Context: an optimization exercise on an open-source flow, tuned for small area, a short achievable clock period and few clock cycles. The choices shown serve that exercise and are no tape-out recipe.
Function was checked by simulation only, so behaviour that the tests miss may differ from the original.
No activity file was given, so power comes from the tool's default toggle rates.

==> flow/design.v <==
package rv_pkg;
    localparam int xlen      = 32;
    localparam int addr_w    = 30;  
    localparam int reg_idx_w = 5;
    localparam logic [31:0] nop_instr = 32'h0000_0013;
    localparam logic [6:0] op_r_type = 7'b0110011;
    localparam logic [6:0] op_i_type = 7'b0010011;
    localparam logic [6:0] op_load   = 7'b0000011;
    localparam logic [6:0] op_store  = 7'b0100011;
    localparam logic [3:0] alu_nop = 4'd0;  
    localparam logic [3:0] alu_add = 4'd1;
    localparam logic [3:0] alu_sub = 4'd2;
    localparam logic [3:0] alu_and = 4'd3;
    localparam logic [3:0] alu_or  = 4'd4;
    localparam logic [3:0] alu_xor = 4'd5;
    localparam logic [3:0] alu_sll = 4'd6;
    localparam logic [3:0] alu_srl = 4'd7;
    localparam logic [3:0] alu_sra = 4'd8;
    localparam logic [3:0] alu_slt = 4'd9;
    localparam logic [1:0] fwd_none = 2'd0;  
    localparam logic [1:0] fwd_mem  = 2'd1;  
    localparam logic [1:0] fwd_wb   = 2'd2;  
endpackage
`timescale 1ns/1ps
module rv_regfile (
    input  logic        clk,
    input  logic        rst_n,
    input  logic        we,
    input  logic [4:0]  wa,
    input  logic [31:0] wd,
    input  logic [4:0]  n_ra,       
    input  logic [4:0]  n_rb,
    input  logic        n_xa,       
    input  logic        n_xb,
    output logic [31:0] qa,
    output logic [31:0] qb
);
    logic [31:0] regs [1:31];
    logic [31:1] vld;
    logic [31:1] wdec;
    logic [31:1] sa, sb;
    always_comb begin
        for (int i = 1; i < 32; i++) wdec[i] = we && wa == 5'(i);
    end
    always_ff @(posedge clk or negedge rst_n) begin
        if (!rst_n) begin
            vld <= '0;
        end else begin
            vld <= vld | wdec;
        end
    end
    always_ff @(posedge clk) begin
        for (int i = 1; i < 32; i++) begin
            if (wdec[i]) regs[i] <= wd;
        end
    end
    always_ff @(posedge clk) begin
        for (int i = 1; i < 32; i++) begin
            sa[i] <= n_ra == 5'(i) && (vld[i] || wdec[i]) && !n_xa;
            sb[i] <= n_rb == 5'(i) && (vld[i] || wdec[i]) && !n_xb;
        end
    end
    always_comb begin
        qa = '0;
        qb = '0;
        for (int i = 1; i < 32; i++) begin
            qa = qa | ({32{sa[i]}} & regs[i]);
            qb = qb | ({32{sb[i]}} & regs[i]);
        end
    end
endmodule
`timescale 1ns/1ps
module rv_core #(
    parameter logic [rv_pkg::addr_w-1:0] reset_pc = '0
) (
    input  logic                      clk,
    input  logic                      rst_n,
    output logic [rv_pkg::addr_w-1:0] icache_addr,
    input  logic [31:0]               icache_rdata,
    input  logic                      icache_stall,
    output logic                      dcache_ren,
    output logic                      dcache_wen,
    output logic [rv_pkg::addr_w-1:0] dcache_addr,
    output logic [31:0]               dcache_wdata,
    input  logic [31:0]               dcache_rdata,
    input  logic                      dcache_stall
);
    logic [29:0] pc;
    logic        d_v;
    logic [31:0] d_ins;
    logic        e_v, e_wr, e_ld, e_st;
    logic [4:0]  e_rd;
    logic [31:0] e_a, e_bx, e_sd;
    logic        e_fsd;
    logic [3:0]  e_sr1;     
    logic [3:0]  e_sl1;     
    logic [7:0]  e_sh4;     
    logic        c_add, c_sub, c_slt, c_t01, c_t10, c_t11, c_sll, c_sr, c_sra;
    logic        m_wr, m_ld, m_st;
    logic [4:0]  m_rd;
    logic [31:0] m_alu, m_sd;
    logic        m_hold, lu;
    logic [31:0] m_res, ld_data;
    assign icache_addr = pc;
    logic [31:0] f_ins;
    assign f_ins = {icache_rdata[7:0], icache_rdata[15:8],
                    icache_rdata[23:16], icache_rdata[31:24]};
    assign m_hold      = (m_ld | m_st) & dcache_stall;
    logic       r_rep;
    logic [2:0] r_cnt;
    logic       adv;
    assign adv = !lu && !icache_stall && !m_hold;
    logic [3:0]  pc_lo;
    logic [26:0] pc_hi_m1;
    logic [29:0] pc_dec;
    assign pc_lo    = {1'b0, pc[2:0]} - {1'b0, r_cnt};
    assign pc_hi_m1 = pc[29:3] - 27'd1;
    assign pc_dec   = {pc_lo[3] ? pc_hi_m1 : pc[29:3], pc_lo[2:0]};
    always_ff @(posedge clk or negedge rst_n) begin
        if (!rst_n) begin
            pc    <= reset_pc;
            d_v   <= 1'b0;
            r_rep <= 1'b0;
        end else begin
            r_rep <= m_hold;
            if (r_rep)    pc <= pc_dec;
            else if (adv) pc <= pc + 30'd1;
            if (m_hold || r_rep) d_v <= 1'b0;
            else if (!lu)        d_v <= !icache_stall;
        end
    end
    always_ff @(posedge clk) begin
        r_cnt <= {2'd0, d_v} + {2'd0, e_v};
    end
    always_ff @(posedge clk) begin
        if (!lu) begin
            d_ins <= {icache_rdata[7:0], icache_rdata[15:8],
                      icache_rdata[23:16], icache_rdata[31:24]};
        end
    end
    logic [6:0]  opcode;
    logic [2:0]  f3;
    logic [4:0]  rs1, rs2, rd;
    logic        is_r, is_i, is_ld, is_st, uses_rs1, wr;
    logic [31:0] rf_a, rf_b, qa, qb;
    logic [11:0] imm;
    logic        sub, fa, fb;
    logic [31:0] alu;
    assign opcode = d_ins[6:0];
    assign f3     = d_ins[14:12];
    assign rs1    = d_ins[19:15];
    assign rs2    = d_ins[24:20];
    assign rd     = d_ins[11:7];
    assign is_r     = d_v && opcode == rv_pkg::op_r_type;
    assign is_i     = d_v && opcode == rv_pkg::op_i_type;
    assign is_ld    = d_v && opcode == rv_pkg::op_load;
    assign is_st    = d_v && opcode == rv_pkg::op_store;
    assign uses_rs1 = is_r | is_i | is_ld | is_st;
    assign wr       = (is_r | is_i | is_ld) && rd != 5'd0;
    assign imm = is_st ? {d_ins[31:25], d_ins[11:7]} : d_ins[31:20];
    assign sub = (is_r && f3 == 3'b000 && d_ins[30]) || ((is_r || is_i) && f3 == 3'b010);
    logic       d_lu;
    logic [6:0] f_op;
    logic       f_r, f_use1;
    assign f_op   = f_ins[6:0];
    assign f_r    = f_op == rv_pkg::op_r_type;
    assign f_use1 = f_r || f_op == rv_pkg::op_i_type || f_op == rv_pkg::op_load ||
                    f_op == rv_pkg::op_store;
    always_ff @(posedge clk) begin
        d_lu <= !lu && is_ld && rd != 5'd0 &&
                ((f_use1 && f_ins[19:15] == rd) || (f_r && f_ins[24:20] == rd));
    end
    assign lu = d_lu && d_v;
    logic [4:0] n_ra, n_rb;
    logic       fa_n, fb_n, ba_n, bb_n;
    assign n_ra = lu ? rs1 : f_ins[19:15];
    assign n_rb = lu ? rs2 : f_ins[24:20];
    assign fa_n = !lu && wr && rd == f_ins[19:15];
    assign fb_n = !lu && wr && rd == f_ins[24:20];
    assign ba_n = e_wr && e_rd == n_ra;
    assign bb_n = e_wr && e_rd == n_rb;
    rv_regfile u_regfile (
        .clk, .rst_n, .we(m_wr), .wa(m_rd), .wd(m_res),
        .n_ra(n_ra), .n_rb(n_rb), .n_xa(fa_n || ba_n), .n_xb(fb_n || bb_n),
        .qa(rf_a), .qb(rf_b)
    );
    logic d_fa, d_fb, d_ba, d_bb;
    always_ff @(posedge clk) begin
        d_fa <= fa_n;
        d_fb <= fb_n;
        d_ba <= ba_n && !fa_n;
        d_bb <= bb_n && !fb_n;
    end
    assign qa = rf_a | ({32{d_ba}} & m_res);
    assign qb = rf_b | ({32{d_bb}} & m_res);
    assign fa = d_fa;
    assign fb = d_fb && is_r;
    always_ff @(posedge clk or negedge rst_n) begin
        if (!rst_n) begin
            e_v  <= 1'b0;
            e_wr <= 1'b0;
            e_ld <= 1'b0;
            e_st <= 1'b0;
        end else begin
            e_v  <= d_v   && !lu && !m_hold;
            e_wr <= wr    && !lu && !m_hold;
            e_ld <= is_ld && !lu && !m_hold;
            e_st <= is_st && !lu && !m_hold;
        end
    end
    always_ff @(posedge clk) begin
        e_rd     <= rd;
        e_a      <= ({32{fa}} & alu) | qa;
        e_bx     <= ({32{fb && !sub}} & alu) | ({32{fb && sub}} & ~alu)
                  | ({32{!d_fb && is_r && !sub}} & qb) | ({32{!d_fb && is_r && sub}} & ~qb)
                  | ({32{!is_r}} & ({{20{imm[11]}}, imm} ^ {32{sub}}));
        e_sd     <= qb;
        e_sr1    <= (is_i && f3 == 3'b001) ? 4'b0 : 4'b1 << d_ins[21:20];
        e_sl1    <= (is_i && f3 == 3'b001) ? 4'b1 << d_ins[21:20] : 4'b0;
        e_sh4    <= 8'b1 << d_ins[24:22];
        e_fsd    <= d_fb;
        c_add    <= is_ld || is_st || ((is_r || is_i) && f3 == 3'b000);
        c_sub    <= sub;
        c_slt    <= (is_r || is_i) && f3 == 3'b010;
        c_t01    <= (is_r || is_i) && (f3 == 3'b100 || f3 == 3'b110);
        c_t10    <= (is_r || is_i) && (f3 == 3'b100 || f3 == 3'b110);
        c_t11    <= (is_r || is_i) && (f3 == 3'b110 || f3 == 3'b111);
        c_sll    <= is_i && f3 == 3'b001;
        c_sr     <= is_i && f3 == 3'b101;
        c_sra    <= d_ins[30];
    end
    logic [31:0] a, bx, sum, sd, sh_t, shr, shl;
    logic        fill;
    logic        lt;
    assign a   = e_a;
    assign bx  = e_bx;
    assign sd  = e_fsd ? m_res : e_sd;    
    logic [32:0] sum33;
    assign sum33 = {a, 1'b1} + {bx, c_sub};    
    assign sum   = sum33[32:1];
    assign lt  = (a[31] ^ bx[31] ^ c_sub) ? a[31] : sum[31];
    assign fill = c_sra & c_sr & a[31];
    always_comb begin
        for (int i = 0; i < 32; i++) begin
            sh_t[i] = 1'b0;
            for (int j = 0; j < 4; j++)
                sh_t[i] = sh_t[i] | (e_sr1[j] & (i + j < 32 ? a[(i + j) % 32] : fill))
                                  | (e_sl1[j] & (i + j < 32 ? a[(63 - i - j) % 32] : 1'b0));
        end
        for (int i = 0; i < 32; i++) begin
            shr[i] = 1'b0;
            for (int k = 0; k < 8; k++)
                shr[i] = shr[i] | (e_sh4[k] & (i + 4 * k < 32 ? sh_t[(i + 4 * k) % 32] : fill));
        end
    end
    always_comb begin
        for (int i = 0; i < 32; i++) shl[i] = shr[31-i];
    end
    assign alu = ({32{c_add}} & sum)
               | {31'd0, c_slt & lt}
               | ({32{c_t01}} & ~a & bx)
               | ({32{c_t10}} & a & ~bx)
               | ({32{c_t11}} & a & bx)
               | ({32{c_sll}} & shl)
               | ({32{c_sr}}  & shr);
    always_ff @(posedge clk or negedge rst_n) begin
        if (!rst_n) begin
            m_wr <= 1'b0;
            m_ld <= 1'b0;
            m_st <= 1'b0;
        end else if (!m_hold) begin
            m_wr <= e_wr;
            m_ld <= e_ld;
            m_st <= e_st;
        end
    end
    always_ff @(posedge clk) begin
        if (!m_hold) begin
            m_rd  <= e_rd;
            m_alu <= alu;
            m_sd  <= sd;
        end
    end
    assign dcache_ren   = m_ld;
    assign dcache_wen   = m_st;
    assign dcache_addr  = m_alu[31:2];
    assign dcache_wdata = {m_sd[7:0], m_sd[15:8], m_sd[23:16], m_sd[31:24]};
    assign ld_data      = {dcache_rdata[7:0], dcache_rdata[15:8],
                           dcache_rdata[23:16], dcache_rdata[31:24]};
    assign m_res        = m_ld ? ld_data : m_alu;
endmodule
==> flow/flow/run.sh <==
#!/bin/bash
# standard layout, with the port buffers and timing repair free to pick any
# buffer and drive strength (not only the same cell footprint)
set -euo pipefail
bash standard.sh MATCH_CELL_FOOTPRINT=0 "BUFFER_PORTS_ARGS=-buffer_cell sky130_fd_sc_hd__buf_2" finish > make_finish.log 2>&1
==> flow/standard.sh <==
#!/bin/bash
# synth_recipe.tcl (not shown) runs the flow's synth.tcl, then flattens the netlist and writes it again
# the make line also repeats each setting of config.mk as NAME=value (left out here)
make -C /OpenROAD-flow-scripts/flow DESIGN_CONFIG=/design/flow/config.mk WORK_HOME=/design/flow/orfs CLKGATE_MAP_FILE= SYNTH_SCRIPT=/design/flow/synth_recipe.tcl "${@:-finish}"
==> flow/config.mk <==
export PLATFORM = sky130hd
export DESIGN_NAME = rv_core
export DESIGN_NICKNAME = rv_core
export VERILOG_FILES = /design/flow/design.v
export SDC_FILE = /design/flow/constraint.sdc
export NUM_CORES = 8
export LEC_CHECK = 0
export CAP_MARGIN = 20
export CORE_MARGIN = 2
export CORE_UTILIZATION = 50
export CTS_CLUSTER_DIAMETER = 80
export CTS_CLUSTER_SIZE = 20
export PLACE_DENSITY = 0.6
export SETUP_SLACK_MARGIN = 4.65
export SLEW_MARGIN = 20
==> flow/constraint.sdc <==
create_clock -name core_clock -period 7.5 [get_ports {clk}]
set_input_delay 1.5000 -clock core_clock [delete_from_list [all_inputs] [get_ports {clk}]]
set_output_delay 1.5000 -clock core_clock [all_outputs]
set_load 0.01 [all_outputs]
==> flow_metrics.py, run 1 <==
metrics = {
    "routing": {
        "viasPerCell": 8.161,
        "drtPass1Iterations": 12,
        "drt_first_iter_violations": 10830,
        "drc": 0,
        "wirelength_mm": 287.2,
        "avgRoutedWirePerCell_um": 46.15,
        "ant_nets": 0,
        "vias": 50780,
    },
    "final_layout": {
        "final_cell_mix": "1,093 x edfxtp_1, 442 x a22oi_1, 298 x a221oi_1",
        "layout.cells.non_filler": 6223,
        "nets": 4733,
        "layout_commonest_cell": "edfxtp_1",
        "area_growth_pct": 14.14,
        "drive_above_1_share": 0.2286,
    },
    "placement": {
        "dpl.hpwl_mm": 151.5,
        "place_inst": 5891,
        "pre_cts_slack_ns": 3.544,
        "io_buffers": 161,
        "gp_congestion": 0.9939,
    },
    "worst_hold_path": {
        "hold_path_class": "reg2reg",
    },
    "synth": {
        "synth.top_cell.area_share": 0.5496,
        "yosysTopAreaCell": "edfxtp_1",
        "synth_flop_cell": "edfxtp_1",
        "synth_area_um2": 59710,
        "async_flop_share": 0.05155,
        "yosys_warnings": 3,
        "avgSynthCellArea_um2": 13.55,
        "ys_types": 90,
        "synth_nets": 4513,
        "ys_seq_elements": 1358,
        "synthCells": 4406,
        "seq_area_frac_synth": 0.6444,
        "synth_edf_count": 1093,
        "synthTopCellsByArea": "edfxtp_1 55%, dfxtp_1 6.5%, a22oi_1 5.8%, a221oi_1 4.6%, a22o_1 4.3%",
    },
    "setup_path": {
        "cp_top_family": "flip-flops",
        "worst_setup_path_start_kind": "flip-flop",
        "endpoint_kind": "primary output",
        "crit_buf_inv": 1,
        "crit_required_ns": 6.00,
        "criticalPathCategory": "reg2out",
        "crit_slowest_cell": "edfxtp_1",
        "crit_path_cell_trace": "buf_2",
        "critPathMaxStageDelay_ns": 0.55,
        "path_max_fanout": 2,
        "critPathArrivalTime_ns": 1.47,
    },
    "pwr": {
        "power_density_nw_per_um2": 202.8,
        "netSwitchingFraction": 0.2330,
        "p_switching_w": 0.003220,
        "peakVddDrop_mv": 0.1874,
        "clock_power_share": 0.342,
        "p_leak_nw": 24.01,
        "combPwrFrac": 0.059,
        "seqPwrFrac": 0.599,
        "intPower_w": 0.01060,
        "finalPower_w": 0.01382,
    },
    "sta": {
        "max_freq_mhz": 336.4,
        "setup_viol": 0,
        "tightest_slew_ns": 1.199,
        "finalCritPeriodShare": 0.3963,
        "report.final.slew_viol_count": 0,
        "whs_ns": 0.4569,
        "tns_ns": 0,
        "rsz0062_at_grt": "true",
        "relSlewSlack": 0.2007,
        "min_period_ns": 2.972,
        "hold_violations": 0,
        "fin_skew_ns": 0.04844,
        "worst_slack_ns": 4.528,
    },
    "floorplanning": {
        "die_area_um2": 122200,
        "core_um2": 118200,
        "die_height_um": 349.6,
        "num_rows": 126,
        "io_pins": 162,
        "dieWidth_um": 349.6,
        "start_util": 0.5050,
    },
    "global_route": {
        "track_usage": 0.4553,
        "grt_max_degree": 71,
        "grt_pass1_vias": 46260,
        "grt_overflow_total": 0,
        "antenna_found_initial": 15,
        "grt_pass1_wl_mm": 381.4,
    },
    "clock_tree": {
        "clk_latency_ns": 0.73,
        "cts_buffers": 81,
        "clockBufferDepth": 3,
        "cts_tree": "built",
        "htreeDepth": 3,
        "cts.sinks": 1358,
        "cts_root_buffer": "clkbuf_16",
        "path_clk_slew_ns": 0.08,
    },
    "run": {
        "cap_violations": 0,
    },
    "status": {
        "status": "no timing/DRC/antenna violations",
    },
}
==> layout make-up <==
class                      instances  area (um2)
antenna                           19       47.55
sequential                      1358       38730
multi-input combinational       2621       21120
clock buffer                     112        2186
inverter                          63       239.0
fill                            9495       50080
clock inverter                    13       196.4
timing repair buffer             501        3709
tap                             1536        1922
==> metrics by stage <==
| step | util | cell area, um2 |
|---|---|---|
| floorplan | - | 59820 |
| global placement | 0.5283 | 62470 |
| detailed placement | 0.5284 | 62480 |
| CTS | 0.5600 | 66220 |
| global route | 0.5760 | 68110 |
| finish | 0.5764 | 68150 |
==> cells in the mapped netlist (16+ instances only) <==
cell type / instances
dfrtp_1: 70
nand4_1: 140
a22oi_1: 463
buf_4: 35
mux2_2: 71
xor2_1: 65
and3_1: 35
a222oi_1: 75
buf_1: 28
dfxtp_1: 195
ha_1: 37
nand3_1: 168
a21oi_1: 76
a221oi_1: 315
nand3b_1: 17
a221o_1: 50
nand2_1: 124
o21ai_1: 23
or4_1: 34
nor3_1: 87
a211o_1: 37
nor2_1: 144
xnor2_1: 77
clkbuf_1: 272
inv_1: 61
mux2i_1: 41
nand2b_1: 16
edfxtp_1: 1093
buf_2: 26
o21ai_0: 51
a22o_1: 291
==> timing repair <==
item | in CTS | in global routing
gates resized for setup | 215 | 200
hold buffers | 0 | 0
gates cloned | 2 | 2
buffers inserted | 67 | 117
pin swaps | 49 | 99
endpoints found under the setup margin | 254 | 116
==> path summary, 6_finish.rpt <==
path                                    to       from  slack [ns]  cells after the start
max                        dcache_addr[12]  m_alu[14]        4.53                      1
min                                   m_ld       e_ld        0.46                      2
max reg2reg                       e_bx[28]    e_bx[1]        4.55                     11
min reg2reg                           m_ld       e_ld        0.46                      2
max in group asynchronous             m_st      rst_n        6.12                      1
min in group asynchronous           pc[29]      rst_n        0.79                      1
==> power by group through the flow <==
stage / registers (W) / clock network (W) / logic (W)
5_1_grt: 0.00829 / 0.00495 / 0.000872
6_report: 0.00828 / 0.00472 / 0.000819
3_5_place_dp: 0.00847 / 0 / 0.000603
2_1_floorplan: 0.00844 / 0 / 0.000362
4_1_cts: 0.00828 / 0.00471 / 0.000683
3_3_place_gp: 0.00847 / 0 / 0.000600
==> per-layer routing <==
metal / part of all wire / wire length, um / GRT usage / up-vias
li1: - / - / - / 18760
met1: 0.33 / 94110 / 0.5537 / 24900
met2: 0.41 / 117700 / 0.6526 / 5503
met3: 0.17 / 49190 / 0.2071 / 1604
met4: 0.090 / 25830 / 0.2953 / 21
met5: 0.0013 / 373 / 0.01138 / -
==> cells by family (layout without fill, tap and decap cells) <==
logic type / after synthesis / after routing / share of synthesized area
adder cells (fa/ha/maj): 39 / 39 / 0.008423
buffers and inverters: 427 / 689 / 0.02996
XOR/XNOR: 142 / 142 / 0.02083
multiplexers: 112 / 112 / 0.02026
flip-flops: 1358 / 1358 / 0.6444
other: 0 / 19 / 0
AND/OR/NAND/NOR: 831 / 831 / 0.07235
AO/OA/AOI/OAI: 1497 / 1497 / 0.2038
==> state kept, by name (all words and copies together) (netlist names), 2 cells and up <==
name            cells
d_ins              32
e_a                32
e_bx               32
e_rd                5
e_sd               32
e_sh4               8
e_sl1               4
e_sr1               4
m_alu              32
m_rd                5
m_sd               32
pc                 30
r_cnt               2
u_regfile.regs    992
u_regfile.sa       31
u_regfile.sb       31
u_regfile.vld      31
Testbench counts, summed over its fixed seeds: cycles 14,420.
==> inputs of run 2 (changes only) <==
==> flow/flow/run.sh (replaced) <==
#!/bin/bash
# standard layout, with the port buffers and timing repair free to pick any
# buffer and drive strength (not only the same cell footprint)
set -euo pipefail
bash standard.sh MATCH_CELL_FOOTPRINT=0 "BUFFER_PORTS_ARGS=-buffer_cell sky130_fd_sc_hd__buf_1" finish > make_finish.log 2>&1
--- a/flow/config.mk
+++ b/flow/config.mk
@@ -8,8 +8,8 @@
 export CAP_MARGIN = 20
 export CORE_MARGIN = 2
 export CORE_UTILIZATION = 50
-export CTS_CLUSTER_DIAMETER = 80
-export CTS_CLUSTER_SIZE = 20
+export CTS_CLUSTER_DIAMETER = 100
+export CTS_CLUSTER_SIZE = 25
 export PLACE_DENSITY = 0.6
-export SETUP_SLACK_MARGIN = 4.65
+export SETUP_SLACK_MARGIN = 4.6
 export SLEW_MARGIN = 20
==> run 2 against run 1 <==
Clock skew fell by 0.0081 ns. Design area fell by 2.5%. Synthesized cell count did not move. Critical endpoint is now e_bx[7]. Largest power group unchanged.
==> flow_metrics.py, run 2 <==
metrics = {
    "synth": {
        "yosys.area_share.simple": 0.07235,
        "synth.mux.area_fraction": 0.02026,
        "synth_area_um2": 59710,
        "synth.top_cell.area_share": 0.5496,
        "ys_seq_elements": 1358,
        "synth_flop_cell": "edfxtp_1",
        "synthCells": 4406,
        "synth.most_common_cell": "edfxtp_1",
        "synthXorXnorAreaFrac": 0.02083,
        "async_flop_share": 0.05155,
        "synth_compound_area_frac": 0.2038,
        "synthTopCellsByArea": "edfxtp_1 55%, dfxtp_1 6.5%, a22oi_1 5.8%, a221oi_1 4.6%, a22o_1 4.3%",
        "synth_common_cells": "1,093 x edfxtp_1, 463 x a22oi_1, 315 x a221oi_1",
        "synth_top_family_by_area": "compound AO/OA/AOI/OAI gates",
        "avgSynthCellArea_um2": 13.55,
        "synth_adder_area_share": 0.008423,
        "seq_area_frac_synth": 0.6444,
        "yosys_warnings": 3,
        "synth_edf_count": 1093,
        "yosysTopAreaCell": "edfxtp_1",
        "synth_nets": 4513,
        "ys_types": 90,
    },
    "floorplanning": {
        "num_rows": 126,
        "io_pins": 162,
        "die_area_um2": 122200,
        "dieWidth_um": 349.6,
        "die_height_um": 349.6,
        "start_util": 0.5050,
        "core_um2": 118200,
    },
    "worst_hold_path": {
        "hold_start": "e_ld",
        "min_path_cells": 2,
        "hold_end": "m_ld",
        "hold_path_class": "reg2reg",
    },
    "global_route": {
        "grt_overflow_total": 0,
        "antenna_found_initial": 21,
        "grt_pass1_vias": 46220,
        "grt_pass1_wl_mm": 377.5,
        "track_usage": 0.4493,
        "grt_max_degree": 58,
    },
    "sta": {
        "max_freq_mhz": 316.4,
        "finalCritPeriodShare": 0.4214,
        "hold_violations": 0,
        "min_period_ns": 3.160,
        "setup_viol": 0,
        "rsz0062_at_grt": "true",
        "fin_skew_ns": 0.04032,
        "tightest_slew_ns": 1.200,
        "tns_ns": 0,
        "relSlewSlack": 0.2002,
        "report.final.slew_viol_count": 0,
    },
    "setup_path": {
        "path_max_fanout": 20,
        "crit_required_ns": 8.11,
        "r2r_slack_ns": 4.34,
        "criticalPathCategory": "reg2reg",
        "critPathArrivalTime_ns": 3.77,
        "worst_setup_path_start_kind": "flip-flop",
        "reg2regPathDepth": 5,
        "r2r-end": "e_bx[7]",
        "r2r_start": "d_bb",
        "endpoint_kind": "flip-flop",
    },
    "final_layout": {
        "area_growth_pct": 11.27,
        "largest_register_ff_count": 992,
        "final_core_util": 0.5620,
        "nets": 4662,
        "drive_above_1_share": 0.1737,
        "final_cell_mix": "1,093 x edfxtp_1, 451 x a22oi_1, 298 x a221oi_1",
        "layout_commonest_cell": "edfxtp_1",
        "largest_register": "u_regfile.regs",
    },
    "run": {
        "cap_violations": 0,
    },
    "clock_tree": {
        "cts_tree": "built",
        "htreeDepth": 2,
        "path_clk_slew_ns": 0.10,
        "clk_latency_ns": 0.77,
        "cts_buffers": 61,
        "clockBufferDepth": 3,
        "cts.sinks": 1358,
        "cts_root_buffer": "clkbuf_16",
    },
    "routing": {
        "drc": 0,
        "drtPass1Iterations": 9,
        "ant_nets": 0,
        "drt_first_iter_violations": 11260,
        "wirelength_mm": 282.8,
        "avgRoutedWirePerCell_um": 46.04,
        "viasPerCell": 8.203,
        "vias": 50400,
    },
    "pwr": {
        "peakVddDrop_mv": 0.2067,
        "p_leak_nw": 22.78,
        "power_density_nw_per_um2": 195.9,
    },
    "placement": {
        "gp_congestion": 0.9991,
        "io_buffers": 161,
        "dpl.hpwl_mm": 147.7,
    },
    "status": {
        "status": "no timing/DRC/antenna violations",
    },
}
run 2: cell types whose count changed in the layout (fill, tap and decap cells not counted), moves of 12 or more:
cell / previous run / this run
buf_4: 294 / 267
buf_1: 0 / 153
buf_2: 160 / 0
buf_6: 25 / 13
clkbuf_16: 86 / 63
run 2: worst max path at each step:
stage,startpoint,endpoint,slack [ns],depth (start not counted)
final,d_bb,e_bx[7],4.34,5
after global routing,e_a[8],e_bx[28],4.43,10
after CTS,m_alu[8],dcache_addr[6],4.50,1
after detailed placement,dcache_stall,pc[28],3.55,12
after global placement,dcache_stall,pc[28],3.58,12
after floorplan,dcache_stall,pc[28],3.70,10
run 2: cell type report:
cell class                      count  area (um2)
Fill cell                        9588       51790
Multi-Input combinational cell   2621       20820
Tap cell                         1536        1922
Clock inverter                      7       86.33
Sequential cell                  1358       38720
Timing Repair Buffer              450        2937
Clock buffer                       94        1682
Inverter                           63       242.7
Antenna cell                       15       37.54
run 2: metal layers:
layer | up-vias | track usage | wire length, um
li1 | 18620 | - | -
met1 | 24580 | 0.5495 | 93080
met2 | 5561 | 0.6295 | 113300
met3 | 1626 | 0.2162 | 51020
met4 | 12 | 0.2978 | 25410
met5 | - | 0.001177 | 89
run 2: cells by family (layout without fill, tap and decap cells):
group / count (synthesis) / in the layout
fa+ha+maj: 39 / 39
mux: 112 / 112
buf+inv: 427 / 614
flops: 1358 / 1358
other cells: 0 / 15
xor+xnor: 142 / 142
compound gates: 1497 / 1497
simple gates: 831 / 831
run 2: timing repair:
item                                    4_1_cts  5_1_grt
gates cloned                                  1        1
hold buffers                                  0        0
setup buffers                                71       66
pin swaps                                    35       71
resized for setup                           185      153
endpoints found under the setup margin      183      125
run 2: where the power goes:
group	switching [W]	leakage (nW)	internal, W
clock	0.00243	0.848	0.00157
combinational	0.000446	9.04	0.000265
sequential	0.000143	12.9	0.00816
run 2: worst max-delay path, stage by stage, from the launching register on:
cell and delay (ns):
dfxtp_2 1.02, buf_4 0.65, a211o_1 0.63, mux2i_1 0.17, xnor2_1 0.40, a21oi_1 0.12
run 2: metrics by stage:
stage / power [W] / hold WS, ns / setup slack [ns] / instances / instance area [um2]
after floorplan: 0.008797 / 0.3290 / 3.704 / 4406 / 59800
after global placement: 0.009048 / 0.4322 / 3.585 / 5889 / 62220
after detailed placement: 0.009057 / 0.4360 / 3.551 / 5889 / 62240
after CTS: 0.01293 / 0.4582 / 4.497 / 6062 / 65230
after global routing: 0.01331 / 0.4827 / 4.426 / 6129 / 66410
final: 0.01301 / 0.4581 / 4.340 / 6144 / 66450

==> re-timing with driven ports <==
How much do the figures lean on ideal ports? The routed layouts below were timed once more, with nothing changed but the port constraints.
Step 1 assumes that a clkbuf_16 drives the clock port and a buf_2 every other input.
Step 2, shift: input delay + t, output delay - t, t = (earliest + latest rising clock arrival at the registers) / 2. This alone moves slack from input paths to output paths.
Slacks: ideal ports / drivers / drivers and shift; pairs: ideal ports / drivers.
run	shift t [ns]	setup WS [ns]	worst hold slack (ns)
run 1	0.789	4.528 / 4.445 / 4.028	0.457 / 0.457 / 0.457
run 2	0.829	4.340 / 4.340 / 3.858	0.458 / 0.458 / 0.458
After both steps setup and hold are still met in every run listed. The setup slack of run 1, which loses most, moves by -0.083 ns with the drivers and by -0.500 ns with both steps.
